This is an optimization exercise on Yosys and OpenROAD, whose aim is a short achievable clock period and few clock cycles per item, not a production implementation.
Where RTL was checked, it was by simulation tests only, not by an equivalence proof against the original.

==> flow/design.v <==
module riscv_crypto_sha256_msched (
  input  logic        clk,
  input  logic        rst,
  input  logic        in_valid,
  output logic        in_ready,
  input  logic [31:0] in_data,
  output logic        out_valid,
  input  logic        out_ready,
  output logic [31:0] out_data,
  output logic [5:0]  out_idx,
  output logic        out_last,
  output logic        busy
);
  localparam int DIN = 2;
  function automatic logic [31:0] sig0(input logic [31:0] x);
    sig0 = {x[6:0], x[31:7]} ^ {x[17:0], x[31:18]} ^ {3'b000, x[31:3]};
  endfunction
  function automatic logic [31:0] sig1(input logic [31:0] x);
    sig1 = {x[16:0], x[31:17]} ^ {x[18:0], x[31:19]} ^ {10'b0, x[31:10]};
  endfunction
  function automatic logic [31:0] ks_add(input logic [31:0] a, input logic [31:0] b);
    logic [31:0] g, p, gn, pn;
    g = a & b;
    p = a ^ b;
    for (int l = 0; l < 5; l++) begin
      for (int i = 0; i < 32; i++) begin
        if (i >= (1 << l)) begin
          gn[i] = g[i] | (p[i] & g[i - (1 << l)]);
          pn[i] = p[i] & p[i - (1 << l)];
        end else begin
          gn[i] = g[i];
          pn[i] = p[i];
        end
      end
      g = gn;
      p = pn;
    end
    ks_add = a ^ b ^ {g[30:0], 1'b0};
  endfunction
  logic [31:0] fifo_q [DIN];
  logic [1:0]  f_wp_q, f_rp_q;
  logic [2:0]  f_cnt_q, f_cnt_d;
  logic        f_ne_q;
  logic        f_le1_q, f_le2_q;  
  logic        in_ready_d;
  logic        in_nrdy_q;      
  logic        in_rdy_q;       
  logic [3:0]  in_cnt_q;
  logic        in15_q;         
  logic        in_hs, ld_in;
  logic [31:0] head;
  logic [31:0] win_q [16];     
  logic [5:0]  n_q, n_d;       
  logic [31:0] bp_q, bg_q;     
  logic        bv_q, bv_d;     
  logic [31:0] x_q;            
  logic [31:0] y_q;            
  logic        adv_q, adv_d;   
  logic        bld_q;          
  logic        bsel_q;         
  logic [31:0] s1w;
  logic [31:0] c_g[6], c_p[6], w_sum;
  logic [4:0]  lag_q, lag_d, lag_t, lag_n;  
  logic        nz_q;           
  logic        l15_q, l16_q;   
  logic [15:0] sel_q;          
  logic [31:0] rd_word;
  logic        ov_port_q, ovn_q, ov_i;
  logic [31:0] out_data_q;
  logic [5:0]  out_idx_q, m_q;
  logic        out_last_q, olh_q;
  logic        m63_q;          
  logic        take;
  logic [1:0]  pend_q, pend_d;
  logic        pend_eq1_q, pend_ge2_q;
  logic        busy_q, busy_d;
  logic        inc, dec;
  assign in_hs = in_valid & in_rdy_q;
  assign head  = fifo_q[f_rp_q];
  assign ld_in = bld_q & bsel_q & f_ne_q;
  assign s1w = sig1(win_q[0]);
  always_comb begin
    c_g[0] = bg_q;
    c_p[0] = bp_q;
    for (int l = 0; l < 5; l++) begin
      for (int i = 0; i < 32; i++) begin
        if (i >= (1 << l)) begin
          c_g[l+1][i] = c_g[l][i] | (c_p[l][i] & c_g[l][i - (1 << l)]);
          c_p[l+1][i] = c_p[l][i] & c_p[l][i - (1 << l)];
        end else begin
          c_g[l+1][i] = c_g[l][i];
          c_p[l+1][i] = c_p[l][i];
        end
      end
    end
    w_sum = bp_q ^ {c_g[5][30:0], 1'b0};
  end
  assign ov_i = ~ovn_q;
  assign take = nz_q & (~ov_i | out_ready);
  always_comb begin
    rd_word = 32'd0;
    for (int i = 0; i < 16; i++) rd_word = rd_word | ({32{sel_q[i]}} & win_q[i]);
  end
  always_comb begin
    f_cnt_d = f_cnt_q + {2'b00, in_hs} - {2'b00, ld_in};
    n_d     = n_q + {5'd0, adv_q};
    bv_d    = bld_q ? (~bsel_q | f_ne_q) : bv_q;
    lag_t   = adv_q ? lag_q : lag_q - 5'd1;
    lag_n   = adv_q ? lag_q + 5'd1 : lag_q;
    lag_d   = take ? lag_t : lag_n;
    adv_d   = bv_d & ~(take ? 1'b0 : ((l15_q & adv_q) | l16_q));
    inc     = in_hs & in15_q;
    dec     = ov_i & out_ready & olh_q;
    pend_d  = pend_q + {1'b0, inc} - {1'b0, dec};
    busy_d  = inc | pend_ge2_q | (pend_eq1_q & ~dec);
    case ({ld_in, in_hs})
      2'b10:   in_ready_d = f_le2_q;
      2'b01:   in_ready_d = ~f_ne_q;
      default: in_ready_d = f_le1_q;
    endcase
    in_ready_d = in_ready_d | ~busy_d;
  end
  always_ff @(posedge clk or posedge rst) begin
    if (rst) begin
      f_wp_q      <= 2'd0;
      f_rp_q      <= 2'd0;
      f_cnt_q     <= 3'd0;
      f_ne_q      <= 1'b0;
      f_le1_q     <= 1'b1;
      f_le2_q     <= 1'b1;
      in_nrdy_q   <= 1'b0;
      in_rdy_q    <= 1'b1;
      in_cnt_q    <= 4'd0;
      in15_q      <= 1'b0;
      n_q         <= 6'd0;
      bv_q        <= 1'b0;
      adv_q       <= 1'b0;
      bld_q       <= 1'b1;
      bsel_q      <= 1'b1;
      lag_q       <= 5'd0;
      nz_q        <= 1'b0;
      l15_q       <= 1'b0;
      l16_q       <= 1'b0;
      sel_q       <= 16'd0;
      ov_port_q   <= 1'b0;
      ovn_q       <= 1'b1;
      olh_q       <= 1'b0;
      m_q         <= 6'd0;
      m63_q       <= 1'b0;
      pend_q      <= 2'd0;
      pend_eq1_q  <= 1'b0;
      pend_ge2_q  <= 1'b0;
      busy_q      <= 1'b0;
    end else begin
      if (in_hs) f_wp_q <= (f_wp_q == 2'(DIN - 1)) ? 2'd0 : f_wp_q + 2'd1;
      if (ld_in) f_rp_q <= (f_rp_q == 2'(DIN - 1)) ? 2'd0 : f_rp_q + 2'd1;
      f_cnt_q    <= f_cnt_d;
      f_ne_q     <= (f_cnt_d != 3'd0);
      f_le1_q    <= (f_cnt_d <= 3'd1);
      f_le2_q    <= (f_cnt_d <= 3'd2);
      in_nrdy_q  <= ~in_ready_d;
      in_rdy_q   <= in_ready_d;
      if (in_hs) begin
        in_cnt_q <= in_cnt_q + 4'd1;
        in15_q   <= (in_cnt_q == 4'd14);
      end
      n_q        <= n_d;
      bv_q       <= bv_d;
      adv_q      <= adv_d;
      bld_q      <= adv_d | ~bv_d;
      bsel_q     <= ~adv_d | (n_d < 6'd15) | (n_d == 6'd63);
      lag_q      <= lag_d;
      nz_q       <= take ? (lag_t != 5'd0) : (lag_n != 5'd0);
      l15_q      <= take ? (lag_t == 5'd15) : (lag_n == 5'd15);
      l16_q      <= take ? 1'b0 : (lag_n == 5'd16);
      if (take) begin
        if (~adv_q) sel_q <= {1'b0, sel_q[15:1]};
      end else begin
        if (adv_q)  sel_q <= {sel_q[14:0], ~nz_q};
      end
      ov_port_q  <= take | (ov_i & ~out_ready);
      ovn_q      <= ~(take | (ov_i & ~out_ready));
      if (take) begin
        olh_q    <= m63_q;
        m_q      <= m_q + 6'd1;
        m63_q    <= (m_q == 6'd62);
      end
      pend_q     <= pend_d;
      pend_eq1_q <= (pend_d == 2'd1);
      pend_ge2_q <= pend_d[1];
      busy_q     <= busy_d;
    end
  end
  always_ff @(posedge clk) begin
    if (in_hs) fifo_q[f_wp_q] <= in_data;
    if (take) begin
      out_data_q <= rd_word;
      out_idx_q  <= m_q;
      out_last_q <= m63_q;
    end
    if (bld_q) begin
      bp_q <= bsel_q ? head  : (s1w ^ x_q);
      bg_q <= bsel_q ? 32'd0 : (s1w & x_q);
    end
    if (adv_q) begin
      win_q[0] <= w_sum;
      for (int i = 1; i < 16; i++) win_q[i] <= win_q[i-1];
      x_q <= ks_add(y_q, win_q[4]);
      y_q <= ks_add(sig0(win_q[11]), win_q[12]);
    end
  end
  assign in_ready  = ~in_nrdy_q;
  assign out_valid = ov_port_q;
  assign out_data  = out_data_q;
  assign out_idx   = out_idx_q;
  assign out_last  = out_last_q;
  assign busy      = busy_q;
endmodule
==> flow/config.mk <==
export PLATFORM = sky130hd
export DESIGN_NAME = riscv_crypto_sha256_msched
export DESIGN_NICKNAME = riscv_crypto_sha256_msched
export VERILOG_FILES = /design/flow/design.v
export SDC_FILE = /design/flow/constraint.sdc
export NUM_CORES = 4
export LEC_CHECK = 0
export ABC_CLOCK_PERIOD_IN_PS = 2000
export CAP_MARGIN = 20
export CORE_MARGIN = 2
export CORE_UTILIZATION = 40
export SETUP_SLACK_MARGIN = 5
export SLEW_MARGIN = 20
==> flow/constraint.sdc <==
create_clock -name core_clock -period 8.0 [get_ports {clk}]
set_input_delay 1.6000 -clock core_clock [delete_from_list [all_inputs] [get_ports {clk}]]
set_output_delay 1.6000 -clock core_clock [all_outputs]
set_load 0.01 [all_outputs]
standard.sh (not shown) runs the stock make flow with config.mk's settings and CLKGATE_MAP_FILE= SYNTH_SCRIPT=/design/flow/synth_recipe.tcl, a recipe that flattens the netlist after the stock synthesis.
==> flow/flow/run.sh <==
#!/bin/bash
# Standard synthesis and placement; then each output port's flop is moved next
# to its port buffer and placement re-legalized; then the rest of the standard
# ORFS layout. repair_timing aims at a larger setup margin.
set -euo pipefail
M=5.4
bash standard.sh synth > synth.log 2>&1
bash standard.sh SETUP_SLACK_MARGIN=$M place > place.log 2>&1
PLACE_ODB=$PWD/orfs/results/$FLOW_PLATFORM/riscv_crypto_sha256_msched/base/3_place.odb \
  openroad -no_init -exit flow/move_io_flops.tcl > move_io_flops.log 2>&1
bash standard.sh SETUP_SLACK_MARGIN=$M finish > layout.log 2>&1
==> flow/flow/move_io_flops.tcl <==
# Move each output port's driving flop (and any single-fanout cells between it
# and the port buffer) next to the port buffer, then legalize.
set odb $::env(PLACE_ODB)
read_db $odb
set block [ord::get_db_block]
set moved 0
foreach bt [$block getBTerms] {
  if {[$bt getIoType] ne "OUTPUT"} { continue }
  set net [$bt getNet]
  if {$net eq "NULL"} { continue }
  # the port buffer drives the port net
  set drv ""
  foreach it [$net getITerms] { if {[$it isOutputSignal]} { set drv $it } }
  if {$drv eq ""} { continue }
  set buf [$drv getInst]
  set bx [lindex [$buf getLocation] 0]; set by [lindex [$buf getLocation] 1]
  set cur $buf
  for {set hop 0} {$hop < 3} {incr hop} {
    # the single input net of cur
    set innet ""
    foreach it [$cur getITerms] {
      if {[$it isInputSignal]} {
        set m [[$it getMTerm] getName]
        if {$m eq "CLK" || $m eq "RESET_B" || $m eq "SET_B"} { continue }
        set n [$it getNet]
        if {$n ne "NULL"} { lappend innet $n }
      }
    }
    if {[llength $innet] != 1} { break }
    set n [lindex $innet 0]
    set d ""
    set nload 0
    foreach it [$n getITerms] { if {[$it isOutputSignal]} { set d $it } else { incr nload } }
    if {$d eq "" || $nload != 1} { break }
    set prev [$d getInst]
    $prev setLocation $bx $by
    $prev setPlacementStatus PLACED
    incr moved
    set master [[$prev getMaster] getName]
    if {[string match "*df*" $master]} { break }
    set cur $prev
  }
}
puts "moved $moved cells"
detailed_placement
check_placement -verbose
write_db $odb
The first run went through all stages and came out clean.
Then changed:
--- a/flow/design.v
+++ b/flow/design.v
@@ -17,25 +17,6 @@
   endfunction
   function automatic logic [31:0] sig1(input logic [31:0] x);
     sig1 = {x[16:0], x[31:17]} ^ {x[18:0], x[31:19]} ^ {10'b0, x[31:10]};
-  endfunction
-  function automatic logic [31:0] ks_add(input logic [31:0] a, input logic [31:0] b);
-    logic [31:0] g, p, gn, pn;
-    g = a & b;
-    p = a ^ b;
-    for (int l = 0; l < 5; l++) begin
-      for (int i = 0; i < 32; i++) begin
-        if (i >= (1 << l)) begin
-          gn[i] = g[i] | (p[i] & g[i - (1 << l)]);
-          pn[i] = p[i] & p[i - (1 << l)];
-        end else begin
-          gn[i] = g[i];
-          pn[i] = p[i];
-        end
-      end
-      g = gn;
-      p = pn;
-    end
-    ks_add = a ^ b ^ {g[30:0], 1'b0};
   endfunction
   logic [31:0] fifo_q [DIN];
   logic [1:0]  f_wp_q, f_rp_q;
@@ -205,8 +186,8 @@
     if (adv_q) begin
       win_q[0] <= w_sum;
       for (int i = 1; i < 16; i++) win_q[i] <= win_q[i-1];
-      x_q <= ks_add(y_q, win_q[4]);
-      y_q <= ks_add(sig0(win_q[11]), win_q[12]);
+      x_q <= y_q + win_q[4];
+      y_q <= sig0(win_q[11]) + win_q[12];
     end
   end
   assign in_ready  = ~in_nrdy_q;
Cell area increases slightly.
Maximum frequency grows slightly.
Worst setup slack gains 0.056 ns.
Non-clock buffer count went up by 33.
Hold slack degrades by 0.0056 ns.
Cell count went up by a few percent.
Utilization is higher by 0.59 points.
Global-route usage drops by 0.19 points.
Synthesized area is higher slightly.
Clock skew went up by 0.0037 ns.
Routed wire length climbs slightly.
Sequential share of layout area came out lower by 0.99 points.
Sequential cell count is unchanged.
Function was not checked in any run of this note: the RTL went through the layout flow alone.

build 30:
riscv_crypto_sha256_msched, a different RTL version from the one above (not shown whole).
For scale: ~970 flip-flops, ~78 I/O pins, roughly 39,000 um^2 of cells after synthesis.
clock: 8.0 ns
lec_check: 0
abc_clock_period_in_ps: 2000
cap_margin: 20
core_margin: 2
core_utilization: 40
setup_slack_margin: 5
slew_margin: 20
==> flow/flow/run.sh <==
#!/bin/bash
# Standard synthesis, then the standard ORFS layout with repair_timing aiming at a larger setup margin.
set -euo pipefail
bash standard.sh synth > synth.log 2>&1
bash standard.sh SETUP_SLACK_MARGIN=5.4 finish > layout.log 2>&1
Build 30: PASS, flow complete, no timing, DRC or antenna violations
Testbench counts of build 30, summed over its fixed seeds: cycles 4,128, items 4,096.
For build 36, these inputs were changed with respect to build 30:
-- flow/design.v --
<<< build 30, line 44
  logic [31:0] bp_q, bg_q, bgp_q;
  logic        bv_q, bv_d;     
  logic [31:0] xs_q, xc_q;     
  logic        adv_q, adv_d;   
  logic        bld_q;          
  logic        bsel_q;         
  logic [31:0] s1w, ps, pc;
  logic [31:0] a_p, a_g, a_g1, a_p1, a_g2, a_p2;
  logic [31:0] c_g3, c_p3, c_g4, c_p4, c_g5, w_sum;
>>> build 36, line 44
  logic [31:0] bp_q, bg_q, bgp_q;
  logic        bv_q, bv_d;     
  logic [31:0] x_q;           
  logic [31:0] xs_q, xc_q;     
  logic        adv_q, adv_d;   
  logic        bld_q;          
  logic        bsel_q;         
  logic [31:0] s1w;
  logic [31:0] a_p, a_g, a_g1, a_p1, a_g2, a_p2;
  logic [31:0] c_g3, c_p3, c_g4, c_p4, c_g5, w_sum;
<<< build 30, line 73
  assign push  = cap_v_q & ~(ld_in & ~f_ne_q);
  assign s1w = sig1(win_q[0]);
  assign ps  = s1w ^ xs_q ^ xc_q;
  assign pc  = maj2(s1w, xs_q, xc_q);
  always_comb begin
    a_p = bsel_q ? head  : (ps ^ pc);
    a_g = bsel_q ? 32'd0 : (ps & pc);
    for (int i = 0; i < 32; i++) begin
      if (i >= 1) begin
>>> build 36, line 74
  assign push  = cap_v_q & ~(ld_in & ~f_ne_q);
  assign s1w = sig1(win_q[0]);
  always_comb begin
    a_p = bsel_q ? head  : (s1w ^ x_q);
    a_g = bsel_q ? 32'd0 : (s1w & x_q);
    for (int i = 0; i < 32; i++) begin
      if (i >= 1) begin
<<< build 30, line 242
      win_q[0] <= w_sum;
      for (int i = 1; i < 16; i++) win_q[i] <= win_q[i-1];
      xs_q <= win_q[4] ^ sig0(win_q[12]) ^ win_q[13];
      xc_q <= maj2(win_q[4], sig0(win_q[12]), win_q[13]);
    end
  end
>>> build 36, line 241
      win_q[0] <= w_sum;
      for (int i = 1; i < 16; i++) win_q[i] <= win_q[i-1];
      x_q  <= xs_q + xc_q;
      xs_q <= win_q[3] ^ sig0(win_q[11]) ^ win_q[12];
      xc_q <= maj2(win_q[3], sig0(win_q[11]), win_q[12]);
    end
  end
==> comparison <==
Between build 30 and build 36, sequential portion of the cell area increased.
Re global placer's final weighted congestion: build 30 and build 36 aren't equal, and the higher value belongs to build 30.
The final layout from build 36, which completed every stage, passed the timing, DRC and antenna checks at the end of the flow.
Overall via count from detail_route on build 36 is up relative to build 30.
Diff build 30 -> build 36: die area climbed 1900 um^2; multi-input combinational cell area barely changed.
On die span in y: between build 30 and build 36, it ends up lower for build 30.
Sort build 30 and build 36 by area of the core, ascending, and build 30 comes first.
There was hardly any difference in wire length of the first global-routing pass between build 30 and build 36.
[diff] synthesized area, build 36 relative to build 30: regression
Only the layout flow was run in build 36; the RTL was not checked for function there.

[separate check: timing with driven ports]
In the flow no input, the clock included, has a driving cell. The finished layouts below were timed again as built, in two steps.
Step 1 assumes that a clkbuf_16 drives the clock port and a buf_2 every other input.
Step 2 times the ports against the registers' clock, not the clock port: input delays grow and output delays shrink by t, the midpoint of the rising clock arrivals with the driver on.
Slacks: no drivers / after step 1 / after step 2; pairs: no drivers / after step 1.
| run | shift t [ns] | setup slack, ns | hold slack, ns |
|---|---|---|---|
| the first run of note 1 | 0.706 | 4.715 / 4.715 / 4.707 | 0.426 / 0.426 / 0.426 |
| the second run of note 1 | 0.702 | 4.771 / 4.771 / 4.769 | 0.420 / 0.420 / 0.420 |
| build 30 | 0.721 | 5.217 / 5.154 / 4.787 | 0.422 / 0.422 / 0.422 |
| build 36 | 0.740 | 5.192 / 5.125 / 4.774 | 0.421 / 0.421 / 0.421 |
After both steps setup and hold are still met in every run listed. For build 30, which loses most, drivers alone change the setup slack by -0.063 ns; drivers and shift together by -0.430 ns.
